What follows belongs to an exercise in optimizing a design on an open flow for small area, a short achievable clock period and few clock cycles per item; a production flow would make more cautious choices. The RTL was checked by simulation tests, not by an equivalence proof against the original design. Power is estimated from default activity; no workload was simulated.

==> design/flow/run.sh <==
#!/bin/bash
# synth_recipe.tcl (not shown) runs the flow's synth.tcl, then flattens the netlist and writes it again
# the make line also repeats each setting of config.mk as NAME=value (left out here)
make -C /OpenROAD-flow-scripts/flow DESIGN_CONFIG=/design/flow/config.mk WORK_HOME=/design/flow/orfs CLKGATE_MAP_FILE= SYNTH_SCRIPT=/design/flow/synth_recipe.tcl finish
==> design/flow/config.mk <==
export PLATFORM = sky130hd
export DESIGN_NAME = nonpreemptive_process_scheduler
export DESIGN_NICKNAME = nonpreemptive_process_scheduler
export VERILOG_FILES = /design/flow/design.v
export SDC_FILE = /design/flow/constraint.sdc
export NUM_CORES = 4
export LEC_CHECK = 0
export CAP_MARGIN = 20
export CORE_MARGIN = 2
export CORE_UTILIZATION = 40
export SLEW_MARGIN = 20
==> design/flow/constraint.sdc <==
create_clock -name core_clock -period 5.5 [get_ports {i_clk}]
set_input_delay 1.1000 -clock core_clock [delete_from_list [all_inputs] [get_ports {i_clk}]]
set_output_delay 1.1000 -clock core_clock [all_outputs]
set_load 0.01 [all_outputs]
==> design/flow/design.v <==
`default_nettype none
package nps_pkg;
    localparam int NUM_PROCESSES_DEF = 8;
    localparam int ARR_W      = 16;
    localparam int BUR_W      = 16;
    localparam int PRI_W      = 8;
    localparam int KEY_W      = 16;
    localparam int TIME_W     = 24;
    localparam int PROC_W     = 3;
    localparam int MODE_W     = 2;
    localparam int CTX_W      = 8;
    localparam int CFG_IDX_W  = 1;
    localparam int CFG_DATA_W = 8;
    localparam logic [MODE_W-1:0] MODE_FCFS = 2'd0;
    localparam logic [MODE_W-1:0] MODE_SJF  = 2'd1;
    localparam logic [MODE_W-1:0] MODE_PRIO = 2'd2;
    localparam logic [CFG_IDX_W-1:0] REG_MODE   = 1'b0;
    localparam logic [CFG_IDX_W-1:0] REG_CTX_SW = 1'b1;
    typedef struct packed {
        logic [ARR_W-1:0] arrival;
        logic [BUR_W-1:0] burst;
        logic [PRI_W-1:0] prio;
    } t_rec;
    localparam int REC_W = ARR_W + BUR_W + PRI_W;
    function automatic logic [KEY_W-1:0] key_of(input logic [MODE_W-1:0] mode,
                                                input t_rec rec);
        logic [KEY_W-1:0] key;
        unique case (mode)
            MODE_FCFS: key = rec.arrival;
            MODE_SJF:  key = rec.burst;
            default:   key = {{(KEY_W-PRI_W){1'b0}}, rec.prio};
        endcase
        key_of = key;
    endfunction
endpackage
`default_nettype wire
`default_nettype none
module nps_ram #(
    parameter int WIDTH = 8,
    parameter int DEPTH = 8
) (
    input  wire logic                                  i_clk,
    input  wire logic                                  i_we,
    input  wire logic [(DEPTH > 1 ? $clog2(DEPTH) : 1)-1:0] i_waddr,
    input  wire logic [WIDTH-1:0]                      i_wdata,
    input  wire logic [(DEPTH > 1 ? $clog2(DEPTH) : 1)-1:0] i_raddr,
    output logic      [WIDTH-1:0]                      o_rdata
);
    logic [WIDTH-1:0] r_mem [DEPTH];
    always_ff @(posedge i_clk) begin
        if (i_we) begin
            r_mem[i_waddr] <= i_wdata;
        end
        o_rdata <= r_mem[i_raddr];
    end
endmodule
`default_nettype wire
`default_nettype none
module nonpreemptive_process_scheduler #(
    parameter int NUM_PROCESSES = nps_pkg::NUM_PROCESSES_DEF
) (
    input  wire logic                             i_clk,
    input  wire logic                             i_rst_n,
    input  wire logic                             i_cfg_we,
    input  wire logic [nps_pkg::CFG_IDX_W-1:0]    i_cfg_idx,
    input  wire logic [nps_pkg::CFG_DATA_W-1:0]   i_cfg_data,
    input  wire logic                             i_req_valid,
    output      logic                             o_req_ready,
    input  wire logic [nps_pkg::ARR_W-1:0]        i_req_arrival_time,
    input  wire logic [nps_pkg::BUR_W-1:0]        i_req_burst_time,
    input  wire logic [nps_pkg::PRI_W-1:0]        i_req_priority_level,
    input  wire logic                             i_req_last_process,
    output      logic                             o_res_valid,
    input  wire logic                             i_res_ready,
    output      logic [nps_pkg::PROC_W-1:0]       o_res_process,
    output      logic [nps_pkg::TIME_W-1:0]       o_res_start_time,
    output      logic [nps_pkg::TIME_W-1:0]       o_res_finish_time,
    output      logic [nps_pkg::TIME_W-1:0]       o_res_waiting_time,
    output      logic [nps_pkg::TIME_W-1:0]       o_res_end_time,
    output      logic                             o_res_last_result
);
    localparam int P   = NUM_PROCESSES;
    localparam int IW  = (P > 1) ? $clog2(P) : 1;
    localparam int TW  = nps_pkg::TIME_W;
    localparam int AW  = nps_pkg::ARR_W;
    localparam int BW  = nps_pkg::BUR_W;
    localparam int KW  = nps_pkg::KEY_W;
    localparam int GW  = 3;              
    logic [nps_pkg::MODE_W-1:0]     r_mode;
    logic [nps_pkg::CTX_W-1:0]      r_ctx;
    logic [P-1:0]                   r_vld;
    logic [GW-1:0]                  r_tag  [P];
    logic [IW-1:0]                  r_slot [P];
    logic [AW-1:0]                  r_arr  [P];
    logic [BW-1:0]                  r_bur  [P];
    logic [nps_pkg::PRI_W-1:0]      r_pri  [P];
    logic [P-1:0]                   r_kb   [P];    
    logic [P-1:0]                   r_ab   [P];    
    logic [GW-1:0]                  r_ltag;
    logic [IW-1:0]                  r_lslot;
    logic [GW-1:0]                  r_stag;
    logic                           r_first;
    logic                           r_out_vld;
    logic [nps_pkg::PROC_W-1:0]     r_out_proc;
    logic [TW-1:0]                  r_out_start;
    logic [TW-1:0]                  r_out_finish;
    logic [TW-1:0]                  r_out_wait;
    logic [TW-1:0]                  r_out_end;
    logic                           r_out_last;
    assign o_res_valid        = r_out_vld;
    assign o_res_process      = r_out_proc;
    assign o_res_start_time   = r_out_start;
    assign o_res_finish_time  = r_out_finish;
    assign o_res_waiting_time = r_out_wait;
    assign o_res_end_time     = r_out_end;
    assign o_res_last_result  = r_out_last;
    logic [KW-1:0]                  wr_key;
    logic                           in_acc;
    logic                           closes;
    logic [P-1:0]                   wsel;        
    logic                           has_free;
    logic                           gen_room;
    function automatic logic [KW-1:0] key_sel(input logic [nps_pkg::MODE_W-1:0] mode,
                                              input logic [AW-1:0] a,
                                              input logic [BW-1:0] b,
                                              input logic [nps_pkg::PRI_W-1:0] p);
        case (mode)
            nps_pkg::MODE_FCFS: key_sel = a;
            nps_pkg::MODE_SJF:  key_sel = b;
            default:            key_sel = {{(KW-nps_pkg::PRI_W){1'b0}}, p};
        endcase
    endfunction
    assign wr_key = key_sel(r_mode, i_req_arrival_time, i_req_burst_time,
                            i_req_priority_level);
    always_comb begin
        wsel = '0;
        for (int i = P - 1; i >= 0; i--) begin
            if (!r_vld[i]) wsel = P'(1) << i;
        end
    end
    assign has_free    = !(&r_vld);
    assign gen_room    = (GW'(r_ltag - r_stag) != {GW{1'b1}});
    assign o_req_ready = has_free && gen_room;
    assign in_acc      = i_req_valid && o_req_ready;
    assign closes      = i_req_last_process || (r_lslot == IW'(P - 1));
    logic [P-1:0]                   new_klt;     
    logic [P-1:0]                   new_alt;     
    always_comb begin
        for (int q = 0; q < P; q++) begin
            logic [KW-1:0] kq;
            kq = key_sel(r_mode, r_arr[q], r_bur[q], r_pri[q]);
            new_klt[q] = wr_key < kq;
            new_alt[q] = (i_req_arrival_time < r_arr[q]) ||
                         ((i_req_arrival_time == r_arr[q]) && new_klt[q]);
        end
    end
    logic [P-1:0]                   memb;
    logic [P-1:0]                   cand;
    logic                           any_cand;
    logic [P-1:0]                   kwin;
    logic [P-1:0]                   awin;
    logic [P-1:0]                   sel;
    logic                           sched_ok;
    logic                           out_free;
    logic                           pick;
    logic                           sel_last;
    logic [AW-1:0]                  sel_arr;
    logic [BW-1:0]                  sel_bur;
    logic [IW-1:0]                  sel_slot;
    logic [TW-1:0]                  sel_start;
    logic [TW-1:0]                  sel_finish;
    logic [TW-1:0]                  sel_wait;
    logic [TW-1:0]                  sel_end;
    function automatic logic kb_of(input int i, input int j);
        if (i < j) kb_of = r_kb[i][j];
        else       kb_of = !r_kb[j][i];
    endfunction
    function automatic logic ab_of(input int i, input int j);
        if (i < j) ab_of = r_ab[i][j];
        else       ab_of = !r_ab[j][i];
    endfunction
    always_comb begin
        for (int i = 0; i < P; i++) begin
            memb[i] = r_vld[i] && (r_tag[i] == r_stag);
            cand[i] = memb[i] && !r_first &&
                      ((r_out_end[TW-1:AW] != '0) ||
                       (r_arr[i] <= r_out_end[AW-1:0]));
        end
        any_cand = |cand;
        for (int i = 0; i < P; i++) begin
            kwin[i] = cand[i];
            awin[i] = memb[i];
            for (int j = 0; j < P; j++) begin
                if (j != i) begin
                    if (cand[j] && !kb_of(i, j)) kwin[i] = 1'b0;
                    if (memb[j] && !ab_of(i, j)) awin[i] = 1'b0;
                end
            end
        end
        sel = any_cand ? kwin : awin;
        sel_arr  = '0;
        sel_bur  = '0;
        sel_slot = '0;
        for (int i = 0; i < P; i++) begin
            sel_arr  = sel_arr  | ({AW{sel[i]}} & r_arr[i]);
            sel_bur  = sel_bur  | ({BW{sel[i]}} & r_bur[i]);
            sel_slot = sel_slot | ({IW{sel[i]}} & r_slot[i]);
        end
        sel_last = !(|(memb & ~sel));
    end
    assign sched_ok   = (r_stag != r_ltag);
    assign out_free   = !r_out_vld || i_res_ready;
    assign pick       = sched_ok && out_free;
    assign sel_start  = any_cand ? r_out_end : {{(TW-AW){1'b0}}, sel_arr};
    assign sel_finish = sel_start + {{(TW-BW){1'b0}}, sel_bur};
    assign sel_wait   = sel_start - {{(TW-AW){1'b0}}, sel_arr};
    assign sel_end    = sel_finish + {{(TW-nps_pkg::CTX_W){1'b0}}, r_ctx};
    always_ff @(posedge i_clk) begin
        if (!i_rst_n) begin
            r_mode    <= nps_pkg::MODE_FCFS;
            r_ctx     <= '0;
            r_vld     <= '0;
            r_ltag    <= '0;
            r_lslot   <= '0;
            r_stag    <= '0;
            r_first   <= 1'b1;
            r_out_vld <= 1'b0;
        end else begin
            if (i_cfg_we) begin
                if (i_cfg_idx == nps_pkg::REG_MODE) r_mode <= i_cfg_data[nps_pkg::MODE_W-1:0];
                else                                r_ctx  <= i_cfg_data[nps_pkg::CTX_W-1:0];
            end
            if (in_acc) begin
                if (closes) begin
                    r_ltag  <= r_ltag + GW'(1);
                    r_lslot <= '0;
                end else begin
                    r_lslot <= r_lslot + IW'(1);
                end
            end
            for (int i = 0; i < P; i++) begin
                if (pick && sel[i])         r_vld[i] <= 1'b0;
                else if (in_acc && wsel[i]) r_vld[i] <= 1'b1;
            end
            if (pick) begin
                r_out_vld <= 1'b1;
                r_first   <= sel_last;
                if (sel_last) r_stag <= r_stag + GW'(1);
            end else if (i_res_ready) begin
                r_out_vld <= 1'b0;
            end
        end
    end
    always_ff @(posedge i_clk) begin
        for (int i = 0; i < P; i++) begin
            if (in_acc && wsel[i]) begin
                r_arr[i]  <= i_req_arrival_time;
                r_bur[i]  <= i_req_burst_time;
                r_pri[i]  <= i_req_priority_level;
                r_slot[i] <= r_lslot;
                r_tag[i]  <= r_ltag;
            end
        end
        for (int i = 0; i < P; i++) begin
            for (int j = i + 1; j < P; j++) begin
                if (in_acc && wsel[i]) begin
                    r_kb[i][j] <= new_klt[j];
                    r_ab[i][j] <= new_alt[j];
                end else if (in_acc && wsel[j]) begin
                    r_kb[i][j] <= !new_klt[i];
                    r_ab[i][j] <= !new_alt[i];
                end
            end
        end
        if (pick) begin
            r_out_proc   <= nps_pkg::PROC_W'(sel_slot);
            r_out_start  <= sel_start;
            r_out_finish <= sel_finish;
            r_out_wait   <= sel_wait;
            r_out_end    <= sel_end;
            r_out_last   <= sel_last;
        end
    end
endmodule
`default_nettype wire
==> results.txt <==
[final cells by class]
type | instances | area, µm² | share of cell area [%]
multi-input combinational | 2254 | 19400 | 40.6
sequential | 553 | 16300 | 34.2
timing repair buffer | 909 | 7730 | 16.2
clock buffer | 84 | 1750 | 3.66
tap | 1144 | 1430 | 3.00
inverter | 199 | 761 | 1.59
clock inverter | 35 | 380 | 0.796
antenna | 2 | 5.00 | 0.0105
[routing by layer]
layer | track usage [%] | wire length (µm) | share of wire, %
met1 | 42.0 | 57000 | 39
met2 | 50.2 | 64700 | 45
met3 | 5.50 | 13800 | 9.5
met4 | 16.9 | 9120 | 6.3
met5 | 0 | 0 | 0
[kinds of logic after synthesis]
logic type               synth area share [%]
AO/OA/AOI/OAI                            15.5
buffers and inverters                    3.40
AND/OR/NAND/NOR                          11.4
multiplexers                             4.61
flip-flops                               47.4
XOR/XNOR                                 2.11
adder cells (fa/ha/maj)                  15.6
[path summary, 6_finish.rpt]
check | end | startpoint | slack (ns)
setup reg to reg | r_out_end[19]$_DFFE_PP_ | r_out_end[1]$_DFFE_PP_ | -1.54
hold / removal | r_ctx[0]$_SDFFE_PN0P_ | r_ctx[0]$_SDFFE_PN0P_ | 0.47
hold reg to reg | r_ctx[0]$_SDFFE_PN0P_ | r_ctx[0]$_SDFFE_PN0P_ | 0.47
setup / recovery | r_out_end[19]$_DFFE_PP_ | r_out_end[1]$_DFFE_PP_ | -1.54
[state kept, by name, indices dropped and copies added (netlist names), 24 cells and up]
signal	flops
r_out_end	24
r_out_finish	24
r_out_start	24
r_pri	64
r_bur	128
r_out_wait	24
r_ab	28
r_slot	24
r_tag	24
r_arr	128
r_kb	28
[stage by stage]
stage	hold WS, ns	cell area [µm²]	std cells
2_1_floorplan	0.440	34800	3108
3_3_place_gp	0.452	42600	4974
3_5_place_dp	0.456	42600	4974
4_1_cts	0.464	46700	5142
5_1_grt	0.492	47800	5179
6_report	0.469	47800	5180
[worst reg2reg max path: cells and delay by family (launching register included)]
| kind | cells | cell delay, ns |
|---|---|---|
| AOI/OAI and AO/OA | 10 | 2.15 |
| buffers and inverters | 8 | 0.98 |
| xor gates and xnor gates | 2 | 0.33 |
| DFF | 1 | 0.45 |
| and+or+nand+nor | 9 | 1.95 |
| adders and majority gates | 3 | 0.90 |
[where the power goes]
group	total [W]	switching [W]	internal (W)
logic	0.00744	0.00393	0.00351
clock network	0.00438	0.00190	0.00248
registers	0.00561	0.000246	0.00536
[what timing repair did]
item / in CTS / in global routing
gates resized for setup: 326 / 139
buffers inserted: 61 / 46
pin swaps: 127 / 93
endpoints found under the setup margin: 83 / 62
hold buffers: 0 / 0
[synthesized netlist by cell type (5+ instances only)]
| library cell | number | area (µm²) |
|---|---|---|
| edfxtp_1 | 524 | 15700 |
| a21o_1 | 50 | 375 |
| o21ai_0 | 162 | 811 |
| nor3_1 | 41 | 205 |
| ha_1 | 422 | 5280 |
| o21bai_1 | 9 | 67.6 |
| nand2_1 | 174 | 653 |
| xnor2_1 | 64 | 561 |
| and4_1 | 8 | 70.1 |
| a22oi_1 | 56 | 420 |
| o21a_1 | 60 | 450 |
| o22ai_1 | 13 | 81.3 |
| or4_1 | 8 | 60.1 |
| mux2i_1 | 156 | 1560 |
| a21oi_1 | 235 | 1180 |
| nor2_1 | 177 | 664 |
| or2_2 | 72 | 450 |
| and3_1 | 18 | 113 |
| a221oi_1 | 27 | 236 |
| nor2b_1 | 41 | 257 |
| a31oi_1 | 13 | 81.3 |
| buf_1 | 22 | 82.6 |
| or3_1 | 12 | 75.1 |
| a21boi_0 | 16 | 120 |
| a2111oi_0 | 17 | 149 |
| nand2b_1 | 32 | 200 |
| nand3_1 | 68 | 340 |
| clkbuf_1 | 67 | 251 |
| xor2_1 | 19 | 166 |
| o2111ai_1 | 15 | 131 |
| dfxtp_1 | 29 | 581 |
| nand4_1 | 70 | 438 |
| a2111o_1 | 5 | 56.3 |
| and2_1 | 14 | 87.6 |
| buf_2 | 9 | 45.0 |
| a211oi_1 | 31 | 233 |
| a211o_1 | 7 | 61.3 |
| o211ai_1 | 13 | 97.6 |
| a22o_1 | 33 | 289 |
| nor4_1 | 22 | 138 |
| inv_1 | 196 | 736 |
==> impl_results.md <==
- Status: finished with violations
- SO Viols: negative setup slack
- CTS Buffer Depth: 3
- Root buffer cell: clkbuf_16
- Unique masters post-synth: 80
- Total GRT Usage: 31.9%
- Clk slew on worst S/H paths: 0.06 ns
- H-tree level count: 3
- Worst Setup Slack, final: -1.54 ns
- Initial antenna violation count: 4
- Final Net Count: 4464
- Vias/cell: 5.90
- Core footprint: 0.0851 mm²
- Total wire length: 145 mm
- Post-synthesis cell count: 3108
- Synth Register Bits: 553
- Wirelength per Cell: 27.9 µm
- Fin crit period: 7.04 ns
- Power Density: 365 mW/mm²
- Number of global-route vias before repair: 29901
- Post-place setup slack: -2.92 ns
- Slowest stage delay, CP: 0.57 ns
- Post-synth EDFFs: 524
- Largest net degree at the start of global routing: 88
- Final core occ: 56.1%
- Dominant synthesized flop cell: edfxtp_1
- Crit path DAT: 7.41 ns
- Delay-heaviest family, CP: compound AO/OA/AOI/OAI gates
- Worst setup EP type: flop
- Slew HR: 26.6%
- Std-Cell Rows: 107
- Ys async rst share: 0%
- VDD IR max: 0.000389 V
- Area grow syn2layout: 38.9%
- Post-DRT Antenna Nets: 0
- Critical path peak fanout: 4
- Mean Syn Cell Area: 11.1 µm²
- TritonCTS buffer count: 66
- Fmax: 142 MHz
- Fin crit share: 128%
- Most numerous cell on the critical path: buf_6
- Die Wd: 297 µm
- Final hold vios: 0
- WS Path Type: flop to flop
- Hold Path Class: flop to flop
- RSZ-0062 raised after global routing: yes
- Bufs and invs on worst path: 8
- Total gr overflow: 0
- Port-buffer cells: 156
- First-pass GRT wire length: 205 mm
- Reported max-cap violation count: 0
- Slew Viols, Final: 0
- Synth warnings: 8
- Layout cells sized above 1: 31.0%
- FILL cells: 7325
- Pleak: 19.7 nW
- Dpl hpwl: 111 mm
- Final setup skew: 0.0389 ns
- DR iter-0 viols: 3307
- Commonest cells after routing, fill and taps aside: 670 x buf_4, 524 x edfxtp_1, 395 x ha_1
- Die Span Y: 297 µm
- Post-Syn Area: 0.0344 mm²
- Final GP Congestion: 1.02
- Critical path launch point type: flop
- # setup viols final: 59
- Slowest stage cell, crit path: or4_4
- Stages on worst setup path: 32
- Via count: 30542
- Fin Setup TNS: -54.19 ns
- Total power: 0.0174 W
- Commonest non-fill, non-tap cell in the layout: buf_4
- R2R depth: 32
- Drt drc: 0
- Die Area: 0.0884 mm²
- Slew at the pin closest to its max-slew limit: 1.10 ns
- I/O pin total: 157
- Critical Path RT: 5.88 ns
- Effective utilization at floorplan: 40.4%
- Clk sinks: 553
- Initial DRT Pass Iterations: 8
- Clk latency of the worst-skew pair: 0.65 ns
- CTS tree: done
- Hold Path Cell Cnt: 2
- Post-synthesis sequential area ratio: 47.4%
- Post-Synthesis Net Count: 3589
Testbench counts, summed over its fixed seeds: cycles 2,808, items 2,397.

==> afterwards: timing with drivers on the ports <==
Ports are ideal in the flow. The routed layout listed here was re-timed in OpenROAD. Step 1 assumes that a clkbuf_16 drives the clock port and a buf_2 every other input. Step 2 times the ports against the registers' clock, not the clock port: input delays grow and output delays shrink by t, the midpoint of the rising clock arrivals with the driver on. Slacks: ideal / step 1 / step 2; pairs: ideal / step 1.
shift t [ns]: 0.699
setup slack, ns: -1.536 / -1.536 / -1.536
hold slack, ns: 0.469 / 0.469 / 0.469
worst register clock-pin slew, ns: 0.07 / 0.07
cell pins on the clock port's net: 1
For this run, drivers alone change the setup slack by 0.000 ns; drivers and shift together by 0.000 ns.
